Background: an optimization exercise with open tools, aiming at small area and a short achievable clock period. Do not read the settings as production practice. At most, simulation tests tie the RTL to the original design; equivalence was not proved. Power is estimated from default activity; no workload was simulated.

## onyx
// reg_trace_buffer
module reg_trace_buffer
#(
    parameter int XLEN       = 32,
    parameter int ADDR_W     = 8,
    parameter int DEPTH      = 16,
    parameter int CYC_W      = 16,
    parameter int MAX_CYCLES = 40000,
    parameter int OVF_W      = 8,
    localparam int ENTRY_W   = trace_pkg::entry_width(XLEN, ADDR_W, CYC_W),
    localparam int CNT_W     = $clog2(DEPTH) + 1
) (
    input  logic               clk,
    input  logic               rst,
    input  logic               rf_we,
    input  logic [4:0]         rf_waddr,
    input  logic [XLEN-1:0]    rf_wdata,
    input  logic               dm_we,
    input  logic [XLEN-1:0]    dm_addr,
    input  logic [XLEN-1:0]    dm_wdata,
    output logic               rd_valid,
    input  logic               rd_ready,
    output logic [ENTRY_W-1:0] rd_data,
    output logic [CNT_W-1:0]   count,
    output logic               full,
    output logic               halted,
    output logic [CYC_W-1:0]   cycle,
    output logic [OVF_W-1:0]   ovf_cnt
);
Size in the first run: roughly 1100 flip-flops, roughly 200 I/O pins.
Settings: LEC_CHECK=0, CAP_MARGIN=20, CORE_MARGIN=2, CORE_UTILIZATION=55, SETUP_SLACK_MARGIN=2.35, SLEW_MARGIN=20; clock period 4.3 ns.
standard.sh (not shown) runs the stock make flow with config.mk's settings and CLKGATE_MAP_FILE= SYNTH_SCRIPT=/design/flow/synth_recipe.tcl, a recipe that flattens the netlist after the stock synthesis.
==> flow/flow/run.sh <==
#!/bin/bash
# Layout flow: the standard flow (standard synthesis unchanged), with two
# layout choices changed through ORFS's own variables:
#  - clock tree synthesis without dummy loads (the tree is not padded with
#    extra load cells for balancing);
#  - ports buffered with sky130_fd_sc_hd__buf_2 (every port still gets a buffer).
# The make output goes to standard.log here; ORFS keeps each step's log under
# orfs/logs/.
set -euo pipefail
export CTS_ARGS="-sink_clustering_enable -repair_clock_nets -dont_use_dummy_load -sink_clustering_size 24 -sink_clustering_max_diameter 60"
export BUFFER_PORTS_ARGS="-buffer_cell sky130_fd_sc_hd__buf_2"
bash standard.sh finish > standard.log 2>&1
Both conditions hold for onyx: the flow ran to the end and the final layout passed the timing, design-rule and antenna checks.
Input changes introduced in tundra (baseline for comparison: onyx):
# onyx
export LEC_CHECK = 0
export CAP_MARGIN = 20
export CORE_MARGIN = 2
export CORE_UTILIZATION = 55
export SETUP_SLACK_MARGIN = 2.35
export SLEW_MARGIN = 20
create_clock -name core_clock -period 4.3 [get_ports {clk}]
# tundra
export LEC_CHECK = 0
export CAP_MARGIN = 20
export CORE_MARGIN = 2
export CORE_UTILIZATION = 65
export SETUP_SLACK_MARGIN = 2.35
export SLEW_MARGIN = 20
create_clock -name core_clock -period 4.3 [get_ports {clk}]
--- outcome ---
- Re post-synth design cell area: no difference whatsoever between tundra and onyx.
- When tundra is measured against onyx, its CTS buffer count turns out 14 lower.
- Summary — horizontal die dimension, tundra relative to onyx: lower, by 7.9%.
- tundra vs. onyx: sequential share of cell area shows an increase of 0.76 points, total routing usage reported by global routing shows an increase of 4.4 points.
The following lists how zinc was set up differently from tundra:
# tundra
export LEC_CHECK = 0
export CAP_MARGIN = 20
export CORE_MARGIN = 2
export CORE_UTILIZATION = 65
export SETUP_SLACK_MARGIN = 2.35
export SLEW_MARGIN = 20
create_clock -name core_clock -period 4.3 [get_ports {clk}]
# zinc
export LEC_CHECK = 0
export CAP_MARGIN = 20
export CORE_MARGIN = 2
export CORE_UTILIZATION = 55
export SETUP_SLACK_MARGIN = 2.35
export SLEW_MARGIN = 70
create_clock -name core_clock -period 4.3 [get_ports {clk}]
Findings:
- Worst setup path endpoint: rd_data[45] -> zinc, rd_data[49] -> tundra
- zinc reports its start point of the critical path as head_q[45]$_SDFFE_PP0P_ while tundra reports head_q[49]$_SDFFE_PP0P_.
- Going from tundra to zinc, via total after detailed routing has decreased, final wirelength has increased, final worst slack has increased.
- zinc vs tundra on non-filler instance count after layout: zinc is the higher one.

Another version of the RTL of reg_trace_buffer (not shown whole).
Size: about 2700 cells after synthesis, ~1100 flip-flops, ~200 I/O pins, about 42000 sq um of cells after synthesis.
clock: 4.3 ns
lec_check: 0
cap_margin: 20
core_margin: 2
core_utilization: 55
setup_slack_margin: 2.2
slew_margin: 20
run.sh (not shown) runs the stock make flow with config.mk's settings and CLKGATE_MAP_FILE= SYNTH_SCRIPT=/design/flow/synth_recipe.tcl, a recipe that flattens the netlist after the stock synthesis.
Stock flow here: none of the scripts above is used.
Change:
==> flow/flow/run.sh (new file) <==
#!/bin/bash
# Layout flow: the standard flow (standard synthesis unchanged), with two
# layout choices changed through ORFS's own variables:
#  - clock tree synthesis without dummy loads (the tree is not padded with
#    extra load cells for balancing);
#  - ports buffered with sky130_fd_sc_hd__buf_2 (every port still gets a buffer).
# The make output goes to standard.log here; ORFS keeps each step's log under
# orfs/logs/.
set -euo pipefail
export CTS_ARGS="-sink_clustering_enable -repair_clock_nets -dont_use_dummy_load -sink_clustering_size 24 -sink_clustering_max_diameter 60"
export BUFFER_PORTS_ARGS="-buffer_cell sky130_fd_sc_hd__buf_2"
bash standard.sh finish > standard.log 2>&1
==> flow/standard.sh (new file) <==
#!/bin/bash
# synth_recipe.tcl (not shown) runs the flow's synth.tcl, then flattens the netlist and writes it again
# the make line also repeats each setting of config.mk as NAME=value (left out here)
make -C /OpenROAD-flow-scripts/flow DESIGN_CONFIG=/design/flow/config.mk WORK_HOME=/design/flow/orfs CLKGATE_MAP_FILE= SYNTH_SCRIPT=/design/flow/synth_recipe.tcl "${@:-finish}"
removed: flow/run.sh
Result: The changed run completed without violations. Sequential share of layout area climbs by 3.0 points. Global-route usage drops by 0.28 points. Non-clock buffer count drops by 1. Via count climbs slightly. Wire length climbs slightly. Sequential cell count stays the same. Clock power drops by a quarter to a third. Register-to-register slack gets worse by 0.07 ns. Setup slack gets worse by 0.072 ns.
Function was not checked in any run of this note: the RTL went through the layout flow alone.

Another version of the RTL of reg_trace_buffer (not shown whole).
Size: roughly 2800 cells after synthesis, about 1200 flip-flops, about 200 I/O pins.
Design reg_trace_buffer, start of the top module:
module reg_trace_buffer
#(
    parameter int XLEN       = 32,
    parameter int ADDR_W     = 8,
    parameter int DEPTH      = 16,
    parameter int CYC_W      = 16,
    parameter int MAX_CYCLES = 40000,
    parameter int OVF_W      = 8,
    localparam int ENTRY_W   = trace_pkg::entry_width(XLEN, ADDR_W, CYC_W),
    localparam int CNT_W     = $clog2(DEPTH) + 1
) (
    input  logic               clk,
    input  logic               rst,
    input  logic               rf_we,
    input  logic [4:0]         rf_waddr,
    input  logic [XLEN-1:0]    rf_wdata,
    input  logic               dm_we,
    input  logic [XLEN-1:0]    dm_addr,
    input  logic [XLEN-1:0]    dm_wdata,
    output logic               rd_valid,
    input  logic               rd_ready,
    output logic [ENTRY_W-1:0] rd_data,
    output logic [CNT_W-1:0]   count,
    output logic               full,
    output logic               halted,
    output logic [CYC_W-1:0]   cycle,
    output logic [OVF_W-1:0]   ovf_cnt
);
clock: 4.3 ns
lec_check: 0
cap_margin: 20
core_margin: 2
core_utilization: 55
setup_slack_margin: 2.1
slew_margin: 20
Stock flow here: none of the scripts above is used.
The baseline finished clean.
Change:
--- a/flow/config.mk
+++ b/flow/config.mk
@@ -10,2 +10,3 @@
 export CORE_UTILIZATION = 55
+export CTS_BUF_LIST = sky130_fd_sc_hd__clkbuf_4 sky130_fd_sc_hd__clkbuf_8
 export SETUP_SLACK_MARGIN = 2.1
Effect: Hold slack barely changes. Sequential share of layout area is higher by 0.56 points. Clock-buffer cell count is higher by 140. Sequential power stays flat. Final area is lower by 0.68%. Sequential cell count stays the same. Worst setup slack gains 0.036 ns. Non-clock buffer count is higher by 6. Power is lower by 3.7%. Cell count is higher by 3.1%. Clock skew is higher by 0.011 ns.
Function was not checked in any run of this note: the RTL went through the layout flow alone.

Another version of the RTL of reg_trace_buffer (not shown whole).
Size: ~2,600 cells after synthesis, ~1,100 flip-flops.
==> flow/design.v (excerpt) <==
module reg_trace_buffer
#(
    parameter int XLEN       = 32,
    parameter int ADDR_W     = 8,
    parameter int DEPTH      = 16,
    parameter int CYC_W      = 16,
    parameter int MAX_CYCLES = 40000,
    parameter int OVF_W      = 8,
    localparam int ENTRY_W   = trace_pkg::entry_width(XLEN, ADDR_W, CYC_W),
    localparam int CNT_W     = $clog2(DEPTH) + 1
) (
    input  logic               clk,
    input  logic               rst,
    input  logic               rf_we,
    input  logic [4:0]         rf_waddr,
    input  logic [XLEN-1:0]    rf_wdata,
    input  logic               dm_we,
    input  logic [XLEN-1:0]    dm_addr,
    input  logic [XLEN-1:0]    dm_wdata,
    output logic               rd_valid,
    input  logic               rd_ready,
    output logic [ENTRY_W-1:0] rd_data,
    output logic [CNT_W-1:0]   count,
    output logic               full,
    output logic               halted,
    output logic [CYC_W-1:0]   cycle,
    output logic [OVF_W-1:0]   ovf_cnt
);
==> flow/config.mk <==
export PLATFORM = sky130hd
export DESIGN_NAME = reg_trace_buffer
export DESIGN_NICKNAME = reg_trace_buffer
export VERILOG_FILES = /design/flow/design.v
export SDC_FILE = /design/flow/constraint.sdc
export NUM_CORES = 4
export LEC_CHECK = 0
export CAP_MARGIN = 20
export CORE_MARGIN = 2
export CORE_UTILIZATION = 55
export SETUP_SLACK_MARGIN = 2.45
export SLEW_MARGIN = 20
==> flow/constraint.sdc <==
create_clock -name core_clock -period 4.3 [get_ports {clk}]
set_input_delay 0.8600 -clock core_clock [delete_from_list [all_inputs] [get_ports {clk}]]
set_output_delay 0.8600 -clock core_clock [all_outputs]
set_load 0.01 [all_outputs]
standard.sh (not shown) runs the stock make flow with config.mk's settings and CLKGATE_MAP_FILE= SYNTH_SCRIPT=/design/flow/synth_recipe.tcl, a recipe that flattens the netlist after the stock synthesis.
==> flow/flow/run.sh <==
#!/bin/bash
# Layout flow: the standard flow (standard synthesis unchanged), with two
# layout choices changed through ORFS's own variables:
#  - clock tree synthesis without dummy loads (the tree is not padded with
#    extra load cells for balancing);
#  - ports buffered with sky130_fd_sc_hd__buf_2 (every port still gets a buffer).
# The make output goes to standard.log here; ORFS keeps each step's log under
# orfs/logs/.
set -euo pipefail
export CTS_ARGS="-sink_clustering_enable -repair_clock_nets -dont_use_dummy_load -sink_clustering_size 30 -sink_clustering_max_diameter 50"
export BUFFER_PORTS_ARGS="-buffer_cell sky130_fd_sc_hd__buf_2"
bash standard.sh finish > standard.log 2>&1
The first run went through all stages and came out clean.
==> next run, changes <==
SETUP_SLACK_MARGIN = 2.3   (was 2.45)
Effect: Total power went down by 1.2%. Wire length went down by 8.5%. Via count went down by 3.6%. Clock power went up by about 0.9%. Clock-buffer cell count went up by 1. Register-to-register slack gets worse by 0.04 ns. Hold slack gets worse by 0.013 ns. Combinational power went down by 20%. Synthesized cell count stays the same. Setup slack gets worse by 0.042 ns. Critical path depth went up by 1.
==> next run, changes <==
SETUP_SLACK_MARGIN = 2.35   (was 2.3)
What happened: The new run finished with timing, DRC and antenna clean; cell area is higher slightly; count of clock-buffer cells in the layout came out higher by 3; non-clock buffer count is higher by 47; flip-flop and latch count is unchanged; maximum frequency grows by a few percent; worst setup slack gains 0.048 ns; synthesized area does not change; die area does not change; hold slack gets better by 0.0053 ns; wire length went up by a few percent; global-route usage rises by 0.52 points.

static timing again, ports no longer ideal:
How much do the figures lean on ideal ports? The routed layouts below were timed once more, with nothing changed but the port constraints. Step 1: set_driving_cell puts a clkbuf_16 on clk and a buf_2 on each other input, an assumption about the parent block. Step 2 adds t to the input delays and takes it off the output delays; t is the mean of the earliest and latest rising clock arrival at the registers after step 1. Input paths then give back, and output paths get back, about the clock's delay inside the block. Three values: no drivers, after step 1, after step 2; two values: the first two.
| run | t (ns) | setup WS [ns] | hold WS [ns] | cell pins on the clock port's net |
|---|---|---|---|---|
| onyx | 0.688 | 2.305 / 2.235 / 1.708 | 0.327 / 0.281 / 0.456 | 1 |
| tundra | 0.708 | 2.265 / 2.199 / 1.667 | 0.314 / 0.275 / 0.459 | 1 |
| zinc | 0.683 | 2.311 / 2.241 / 1.753 | 0.336 / 0.288 / 0.445 | 1 |
| the first run of note 2 | 0.746 | 2.194 / 2.159 / 1.522 | 0.458 / 0.458 / 0.458 | 1 |
| the second run of note 2 | 0.687 | 2.122 / 2.122 / 1.580 | 0.336 / 0.286 / 0.436 | 1 |
| the first run of note 3 | 0.758 | 1.627 / 1.627 / 0.942 | 0.462 / 0.462 / 0.462 | 1 |
| the second run of note 3 | 0.886 | 1.663 / 1.663 / 0.854 | 0.462 / 0.454 / 0.462 | 1 |
| the first run of note 4 | 0.709 | 2.246 / 2.198 / 1.672 | 0.312 / 0.268 / 0.438 | 1 |
| the second run of note 4 | 0.723 | 2.204 / 2.186 / 1.671 | 0.300 / 0.253 / 0.453 | 1 |
| the third run of note 4 | 0.712 | 2.252 / 2.183 / 1.666 | 0.305 / 0.261 / 0.427 | 1 |
After both steps setup and hold are still met in every run listed. The setup slack of the second run of note 3, which loses most, moves by 0.000 ns with the drivers and by -0.809 ns with both steps.
